What follows belongs to an exercise in optimizing a design on an open flow for small area; a production flow would make more cautious choices. At most, simulation tests tie the RTL to the original design; equivalence was not proved. No activity file was given, so power comes from the tool's default toggle rates.

red:
Design wb_mult_top, start of the top module:
module wb_mult_top
(
    input  logic        clk,
    input  logic        rst,
    input  logic        wb_cyc_i,
    input  logic        wb_stb_i,
    input  logic        wb_we_i,
    input  logic [1:0]  wb_adr_i,
    input  logic [31:0] wb_dat_i,
    output logic [31:0] wb_dat_o,
    output logic        wb_ack_o
);
Size in the first run: about 75 flip-flops, roughly 72 I/O pins, roughly 4900 sq um of cells after synthesis.
==> module wb_mult_top, before the edit <==
module wb_mult_top
(
    input  logic        clk,
    input  logic        rst,
    input  logic        wb_cyc_i,
    input  logic        wb_stb_i,
    input  logic        wb_we_i,
    input  logic [1:0]  wb_adr_i,
    input  logic [31:0] wb_dat_i,
    output logic [31:0] wb_dat_o,
    output logic        wb_ack_o
);
    localparam logic [2:0] IDLE = 3'b000;
    localparam logic [2:0] S1   = 3'b100;
    localparam logic [2:0] S2   = 3'b101;
    localparam logic [2:0] S3   = 3'b110;
    localparam logic [2:0] S4   = 3'b111;
    localparam logic [2:0] DONE = 3'b001;
    logic [2:0]  state;
    logic        ack_q;
    logic [31:0] op;
    logic [16:0] p_hi;       
    logic [15:0] p_lo;       
    logic [1:0]  bc_one;     
    logic [1:0]  bc_two;
    logic [1:0]  bc_neg;
    logic        busy;
    logic        req;
    logic        op_wr;
    logic        accept;
    logic        start;
    logic [4:0]  w_next;
    logic [17:0] r0;
    logic [17:0] r1;
    logic [20:0] s_row;
    logic [20:0] c_row;
    logic [20:0] sum;
    assign busy   = state[2] & ~(state[1] & state[0]);
    assign req    = wb_cyc_i & wb_stb_i;
    assign op_wr  = req & wb_we_i & (wb_adr_i == 2'd0);
    assign accept = req & ~ack_q & ~(op_wr & busy);
    assign start  = accept & op_wr;
    always_ff @(posedge clk) begin
        if (rst) begin
            state <= IDLE;
            ack_q <= 1'b0;
        end else begin
            ack_q <= accept;
            if (start) begin
                state <= S1;
            end else begin
                case (state)
                    S1:      state <= S2;
                    S2:      state <= S3;
                    S3:      state <= S4;
                    S4:      state <= DONE;
                    default: state <= state;
                endcase
            end
        end
    end
    always_ff @(posedge clk) begin
        if (start) begin
            op <= wb_dat_i;
        end
    end
    always_comb begin
        if (start) begin
            w_next = {wb_dat_i[20:17], 1'b0};
        end else begin
            case (state[1:0])
                2'd0:    w_next = op[24:20];
                2'd1:    w_next = op[28:24];
                default: w_next = {1'b0, op[31:28]};
            endcase
        end
    end
    always_ff @(posedge clk) begin
        for (int k = 0; k < 2; k++) begin
            bc_one[k] <= w_next[2*k+1] ^ w_next[2*k];
            bc_two[k] <= (w_next[2*k+2] & ~w_next[2*k+1] & ~w_next[2*k])
                       | (~w_next[2*k+2] & w_next[2*k+1] & w_next[2*k]);
            bc_neg[k] <= w_next[2*k+2];
        end
    end
    assign r0 = (({18{bc_one[0]}} & {2'b00, op[15:0]}) | ({18{bc_two[0]}} & {1'b0, op[15:0], 1'b0}))
              ^ {18{bc_neg[0]}};
    assign r1 = (({18{bc_one[1]}} & {2'b00, op[15:0]}) | ({18{bc_two[1]}} & {1'b0, op[15:0], 1'b0}))
              ^ {18{bc_neg[1]}};
    always_comb begin
        s_row = '0;
        c_row = '0;
        s_row[1:0] = p_hi[1:0];
        c_row[1:0] = r0[1:0];
        c_row[2]   = bc_neg[1];
        for (int i = 2; i <= 16; i++) begin
            s_row[i]   = p_hi[i] ^ r0[i] ^ r1[i-2];
            c_row[i+1] = (p_hi[i] & r0[i]) | (p_hi[i] & r1[i-2]) | (r0[i] & r1[i-2]);
        end
        s_row[17] = ~p_hi[16] ^ ~r0[17] ^ r1[15];
        c_row[18] = (~p_hi[16] & ~r0[17]) | (~p_hi[16] & r1[15]) | (~r0[17] & r1[15]);
        s_row[18] = ~r1[16];
        s_row[19] = ~r1[17];
        c_row[19] = r1[16];
        s_row[20] = 1'b1;
    end
    assign sum = s_row + c_row + {20'd0, bc_neg[0]};
    always_ff @(posedge clk) begin
        if (start) begin
            p_hi <= {2'b00, wb_dat_i[15:1] & {15{wb_dat_i[16]}}};
        end else if (state[2]) begin
            p_hi <= sum[20:4];
        end
        if (state[2]) begin
            p_lo <= {sum[3:0], p_lo[15:4]};
        end
    end
    always_comb begin
        case (wb_adr_i)
            2'd0:    wb_dat_o = op;
            2'd1:    wb_dat_o = (state == DONE) ? {p_hi[14:0], p_lo, op[0] & op[16]} : 32'd0;
            2'd2:    wb_dat_o = {30'd0, state == DONE, state[2] & (state[1] | state[0])};
            default: wb_dat_o = 32'd0;
        endcase
    end
    assign wb_ack_o = ack_q;
endmodule
Settings: LEC_CHECK=0, CAP_MARGIN=20, CORE_MARGIN=2, CORE_UTILIZATION=40, SLEW_MARGIN=20; clock period 3.5 ns.
run.sh (not shown) runs the stock make flow with config.mk's settings and CLKGATE_MAP_FILE= SYNTH_SCRIPT=/design/flow/synth_recipe.tcl, a recipe that flattens the netlist after the stock synthesis.
Changes in blue relative to red:
==> flow/design.v <==
module wb_mult_top
(
    input  logic        clk,
    input  logic        rst,
    input  logic        wb_cyc_i,
    input  logic        wb_stb_i,
    input  logic        wb_we_i,
    input  logic [1:0]  wb_adr_i,
    input  logic [31:0] wb_dat_i,
    output logic [31:0] wb_dat_o,
    output logic        wb_ack_o
);
    localparam logic [2:0] IDLE = 3'b000;
    localparam logic [2:0] S1   = 3'b100;
    localparam logic [2:0] S2   = 3'b101;
    localparam logic [2:0] S3   = 3'b110;
    localparam logic [2:0] S4   = 3'b111;
    localparam logic [2:0] DONE = 3'b001;
    logic [2:0]  state;
    logic        ack_q;
    logic [31:0] op;
    logic [15:0] p_hi;       
    logic [15:0] p_lo;       
    logic [1:0]  bc_one;     
    logic [1:0]  bc_two;
    logic [1:0]  bc_neg;
    logic        busy;
    logic        req;
    logic        op_wr;
    logic        accept;
    logic        start;
    logic [4:0]  w_next;
    logic [17:0] r0;
    logic [17:0] r1;
    logic [19:0] s_row;
    logic [19:0] c_row;
    logic [19:0] sum;
    assign busy   = state[2] & ~(state[1] & state[0]);
    assign req    = wb_cyc_i & wb_stb_i;
    assign op_wr  = req & wb_we_i & (wb_adr_i == 2'd0);
    assign accept = req & ~ack_q & ~(op_wr & busy);
    assign start  = accept & op_wr;
    always_ff @(posedge clk) begin
        if (rst) begin
            state <= IDLE;
            ack_q <= 1'b0;
        end else begin
            ack_q <= accept;
            if (start) begin
                state <= S1;
            end else begin
                case (state)
                    S1:      state <= S2;
                    S2:      state <= S3;
                    S3:      state <= S4;
                    S4:      state <= DONE;
                    default: state <= state;
                endcase
            end
        end
    end
    always_ff @(posedge clk) begin
        if (start) begin
            op <= wb_dat_i;
        end
    end
    always_comb begin
        if (start) begin
            w_next = {wb_dat_i[20:17], 1'b0};
        end else begin
            case (state[1:0])
                2'd0:    w_next = op[24:20];
                2'd1:    w_next = op[28:24];
                default: w_next = {1'b0, op[31:28]};
            endcase
        end
    end
    always_ff @(posedge clk) begin
        for (int k = 0; k < 2; k++) begin
            bc_one[k] <= w_next[2*k+1] ^ w_next[2*k];
            bc_two[k] <= (w_next[2*k+2] & ~w_next[2*k+1] & ~w_next[2*k])
                       | (~w_next[2*k+2] & w_next[2*k+1] & w_next[2*k]);
            bc_neg[k] <= w_next[2*k+2];
        end
    end
    assign r0 = (({18{bc_one[0]}} & {2'b00, op[15:0]}) | ({18{bc_two[0]}} & {1'b0, op[15:0], 1'b0}))
              ^ {18{bc_neg[0]}};
    assign r1 = (({18{bc_one[1]}} & {2'b00, op[15:0]}) | ({18{bc_two[1]}} & {1'b0, op[15:0], 1'b0}))
              ^ {18{bc_neg[1]}};
    always_comb begin
        s_row = '0;
        c_row = '0;
        s_row[1:0] = p_hi[1:0];
        c_row[1:0] = r0[1:0];
        c_row[2]   = bc_neg[1];
        for (int i = 2; i <= 15; i++) begin
            s_row[i]   = p_hi[i] ^ r0[i] ^ r1[i-2];
            c_row[i+1] = (p_hi[i] & r0[i]) | (p_hi[i] & r1[i-2]) | (r0[i] & r1[i-2]);
        end
        s_row[16] = p_hi[15] ^ r0[16] ^ r1[14];
        c_row[17] = (p_hi[15] & r0[16]) | (p_hi[15] & r1[14]) | (r0[16] & r1[14]);
        s_row[17] = ~p_hi[15] ^ ~r0[17] ^ r1[15];
        c_row[18] = (~p_hi[15] & ~r0[17]) | (~p_hi[15] & r1[15]) | (~r0[17] & r1[15]);
        s_row[18] = ~r1[16];
        s_row[19] = ~r1[17];
        c_row[19] = r1[16];
    end
    assign sum = s_row + c_row + {19'd0, bc_neg[0]};
    always_ff @(posedge clk) begin
        if (start) begin
            p_hi <= {1'b0, wb_dat_i[15:1] & {15{wb_dat_i[16]}}};
        end else if (state[2]) begin
            p_hi <= sum[19:4];
        end
        if (state[2]) begin
            p_lo <= {sum[3:0], p_lo[15:4]};
        end
    end
    always_comb begin
        case (wb_adr_i)
            2'd0:    wb_dat_o = op;
            2'd1:    wb_dat_o = (state == DONE) ? {p_hi[14:0], p_lo, op[0] & op[16]} : 32'd0;
            2'd2:    wb_dat_o = {30'd0, state == DONE, state[2] & (state[1] | state[0])};
            default: wb_dat_o = 32'd0;
        endcase
    end
    assign wb_ack_o = ack_q;
endmodule
## What came out
- Between red and blue, the buffer count excluding the clock tree in the final layout is higher for red.
- Lower total power density per cell area goes to red over blue.
- Taking red as the reference, in blue total power increased by 0.22 mW relative to the old numbers; maximum frequency increased by about 1.4% relative to the old numbers; normalized max-slew margin decreased by 3.1 points relative to the old numbers; global-route usage increased by 0.19 points relative to the old numbers; power consumed by the clock network decreased by about 10% relative to the old numbers.
- Cmp red and blue / clock period minus final worst setup slack / higher: red
- Static power due to leakage, red and blue, lower one = blue.
- Synthesis-to-layout area growth for blue: 1.6 points down relative to red
- blue vs red — half-perimeter wire length after detailed placement climbed by a few percent
- Sequential fraction of design power for blue is lower than for red.


wb_mult_top, a different RTL version from the one above (not shown whole).
For scale: roughly 440 cells after synthesis, ~74 flip-flops, roughly 72 I/O pins, ~0.0048 mm² of cells after synthesis.
==> module wb_mult_top, before the edit <==
module wb_mult_top
(
    input  logic        clk,
    input  logic        rst,
    input  logic        wb_cyc_i,
    input  logic        wb_stb_i,
    input  logic        wb_we_i,
    input  logic [1:0]  wb_adr_i,
    input  logic [31:0] wb_dat_i,
    output logic [31:0] wb_dat_o,
    output logic        wb_ack_o
);
    localparam logic [2:0] IDLE = 3'b000;
    localparam logic [2:0] S1   = 3'b100;
    localparam logic [2:0] S2   = 3'b101;
    localparam logic [2:0] S3   = 3'b110;
    localparam logic [2:0] S4   = 3'b111;
    localparam logic [2:0] DONE = 3'b001;
    logic [2:0]  state;
    logic        ack_q;
    logic [31:0] op;
    logic [15:0] p_hi;       
    logic [15:0] p_lo;       
    logic [1:0]  bc_one;     
    logic [1:0]  bc_two;
    logic [1:0]  bc_neg;
    logic        busy;
    logic        req;
    logic        op_wr;
    logic        accept;
    logic        start;
    logic [4:0]  w_next;
    logic [17:0] r0;
    logic [17:0] r1;
    logic [19:0] s_row;
    logic [19:0] c_row;
    logic [19:0] sum;
    assign busy   = state[2] & ~(state[1] & state[0]);
    assign req    = wb_cyc_i & wb_stb_i;
    assign op_wr  = req & wb_we_i & (wb_adr_i == 2'd0);
    assign accept = req & ~ack_q & ~(op_wr & busy);
    assign start  = accept & op_wr;
    always_ff @(posedge clk) begin
        if (rst) begin
            state <= IDLE;
            ack_q <= 1'b0;
        end else begin
            ack_q <= accept;
            if (start) begin
                state <= S1;
            end else begin
                case (state)
                    S1:      state <= S2;
                    S2:      state <= S3;
                    S3:      state <= S4;
                    S4:      state <= DONE;
                    default: state <= state;
                endcase
            end
        end
    end
    always_ff @(posedge clk) begin
        if (start) begin
            op <= wb_dat_i;
        end
    end
    always_comb begin
        if (start) begin
            w_next = {wb_dat_i[20:17], 1'b0};
        end else begin
            case (state[1:0])
                2'd0:    w_next = op[24:20];
                2'd1:    w_next = op[28:24];
                default: w_next = {1'b0, op[31:28]};
            endcase
        end
    end
    always_ff @(posedge clk) begin
        for (int k = 0; k < 2; k++) begin
            bc_one[k] <= w_next[2*k+1] ^ w_next[2*k];
            bc_two[k] <= (w_next[2*k+2] & ~w_next[2*k+1] & ~w_next[2*k])
                       | (~w_next[2*k+2] & w_next[2*k+1] & w_next[2*k]);
            bc_neg[k] <= w_next[2*k+2];
        end
    end
    assign r0 = (({18{bc_one[0]}} & {2'b00, op[15:0]}) | ({18{bc_two[0]}} & {1'b0, op[15:0], 1'b0}))
              ^ {18{bc_neg[0]}};
    assign r1 = (({18{bc_one[1]}} & {2'b00, op[15:0]}) | ({18{bc_two[1]}} & {1'b0, op[15:0], 1'b0}))
              ^ {18{bc_neg[1]}};
    always_comb begin
        s_row = '0;
        c_row = '0;
        s_row[1:0] = p_hi[1:0];
        c_row[1:0] = r0[1:0];
        c_row[2]   = bc_neg[1];
        for (int i = 2; i <= 15; i++) begin
            s_row[i]   = p_hi[i] ^ r0[i] ^ r1[i-2];
            c_row[i+1] = (p_hi[i] & r0[i]) | (p_hi[i] & r1[i-2]) | (r0[i] & r1[i-2]);
        end
        s_row[16] = p_hi[15] ^ r0[16] ^ r1[14];
        c_row[17] = (p_hi[15] & r0[16]) | (p_hi[15] & r1[14]) | (r0[16] & r1[14]);
        s_row[17] = ~p_hi[15] ^ ~r0[17] ^ r1[15];
        c_row[18] = (~p_hi[15] & ~r0[17]) | (~p_hi[15] & r1[15]) | (~r0[17] & r1[15]);
        s_row[18] = ~r1[16];
        s_row[19] = ~r1[17];
        c_row[19] = r1[16];
    end
    always_comb begin
        logic [19:0] pg;
        logic [19:0] gg;
        logic [19:0] pp;
        logic [19:0] pn;
        logic [19:0] gn;
        pp = s_row ^ c_row;
        gg = s_row & c_row;
        pg = pp;
        gg[0] = gg[0] | (pp[0] & bc_neg[0]);
        for (int l = 0; l < 5; l++) begin
            pn = pg;
            gn = gg;
            for (int j = 0; j < 20; j++) begin
                if ((j >> l) & 1) begin
                    gn[j] = gg[j] | (pg[j] & gg[((j >> l) << l) - 1]);
                    pn[j] = pg[j] & pg[((j >> l) << l) - 1];
                end
            end
            pg = pn;
            gg = gn;
        end
        sum = pp ^ {gg[18:0], bc_neg[0]};
    end
    always_ff @(posedge clk) begin
        if (start) begin
            p_hi <= {1'b0, wb_dat_i[15:1] & {15{wb_dat_i[16]}}};
        end else if (state[2]) begin
            p_hi <= sum[19:4];
        end
        if (state[2]) begin
            p_lo <= {sum[3:0], p_lo[15:4]};
        end
    end
    always_comb begin
        case (wb_adr_i)
            2'd0:    wb_dat_o = op;
            2'd1:    wb_dat_o = (state == DONE) ? {p_hi[14:0], p_lo, op[0] & op[16]} : 32'd0;
            2'd2:    wb_dat_o = {30'd0, state == DONE, state[2] & (state[1] | state[0])};
            default: wb_dat_o = 32'd0;
        endcase
    end
    assign wb_ack_o = ack_q;
endmodule
==> flow/config.mk <==
export PLATFORM = sky130hd
export DESIGN_NAME = wb_mult_top
export DESIGN_NICKNAME = wb_mult_top
export VERILOG_FILES = /design/flow/design.v
export SDC_FILE = /design/flow/constraint.sdc
export NUM_CORES = 4
export LEC_CHECK = 0
export CAP_MARGIN = 20
export CORE_ASPECT_RATIO = 0.5
export CORE_MARGIN = 2
export CORE_UTILIZATION = 65
export CTS_BUF_LIST = sky130_fd_sc_hd__clkbuf_8
export PLACE_DENSITY = 0.75
export SLEW_MARGIN = 20
==> flow/constraint.sdc <==
create_clock -name core_clock -period 3.5 [get_ports {clk}]
set_input_delay 0.7000 -clock core_clock [delete_from_list [all_inputs] [get_ports {clk}]]
set_output_delay 0.7000 -clock core_clock [all_outputs]
set_load 0.01 [all_outputs]
standard.sh (not shown) runs the stock make flow with config.mk's settings and CLKGATE_MAP_FILE= SYNTH_SCRIPT=/design/flow/synth_recipe.tcl, a recipe that flattens the netlist after the stock synthesis.
==> flow/flow/run.sh <==
#!/bin/bash
# The standard layout, with the smallest buffer (buf_1) on every port
# instead of the one buffer_ports picks by default.
set -euo pipefail
export BUFFER_PORTS_ARGS="-buffer_cell sky130_fd_sc_hd__buf_1"
bash standard.sh > standard_flow.log 2>&1
The first run finished but fails on setup timing.
==> next run, changes <==
--- a/flow/design.v
+++ b/flow/design.v
@@ -104,32 +104,9 @@
         s_row[18] = ~r1[16];
         s_row[19] = ~r1[17];
         c_row[19] = r1[16];
     end
-    always_comb begin
-        logic [19:0] pg;
-        logic [19:0] gg;
-        logic [19:0] pp;
-        logic [19:0] pn;
-        logic [19:0] gn;
-        pp = s_row ^ c_row;
-        gg = s_row & c_row;
-        pg = pp;
-        gg[0] = gg[0] | (pp[0] & bc_neg[0]);
-        for (int l = 0; l < 5; l++) begin
-            pn = pg;
-            gn = gg;
-            for (int j = 0; j < 20; j++) begin
-                if ((j >> l) & 1) begin
-                    gn[j] = gg[j] | (pg[j] & gg[((j >> l) << l) - 1]);
-                    pn[j] = pg[j] & pg[((j >> l) << l) - 1];
-                end
-            end
-            pg = pn;
-            gg = gn;
-        end
-        sum = pp ^ {gg[18:0], bc_neg[0]};
-    end
+    assign sum = s_row + c_row + {19'd0, bc_neg[0]};
     always_ff @(posedge clk) begin
         if (start) begin
             p_hi <= {1'b0, wb_dat_i[15:1] & {15{wb_dat_i[16]}}};
         end else if (state[2]) begin
After rerunning: The changed run completed with no timing, DRC or antenna violations; non-clock buffer count is lower by 22; die area is higher by about 2.3%; final cell count is lower by about 2%; first-iteration DRC count is higher by about 23%; clock-buffer cell count is unchanged; global-route usage is higher by 0.26 points.
No functional check of the RTL was part of the first run of this note.

re-timing with driven ports:
No port has a modelled driver above. Below, the same layouts with a new extraction and two added sets of constraints.
Step 1: set_driving_cell puts a clkbuf_16 on clk and a buf_2 on each other input, an assumption about the parent block.
Step 2, shift: input delay + t, output delay - t, t = (earliest + latest rising clock arrival at the registers) / 2. This alone moves slack from input paths to output paths.
a / b / c = ideal / step 1 / step 2; a / b = the first two.
run | t (ns) | setup WS [ns] | latest minus earliest clock arrival (ns) | slew at the worst register clock pin (ns)
red | 0.387 | 0.149 / 0.149 / 0.149 | 0.010 / 0.009 | 0.06 / 0.06
blue | 0.388 | 0.197 / 0.197 / 0.197 | 0.006 / 0.007 | 0.06 / 0.06
the first run of note 2 | 0.399 | -0.019 / -0.019 / -0.019 | 0.012 / 0.012 | 0.09 / 0.09
the second run of note 2 | 0.392 | 0.182 / 0.182 / 0.182 | 0.016 / 0.016 | 0.09 / 0.09
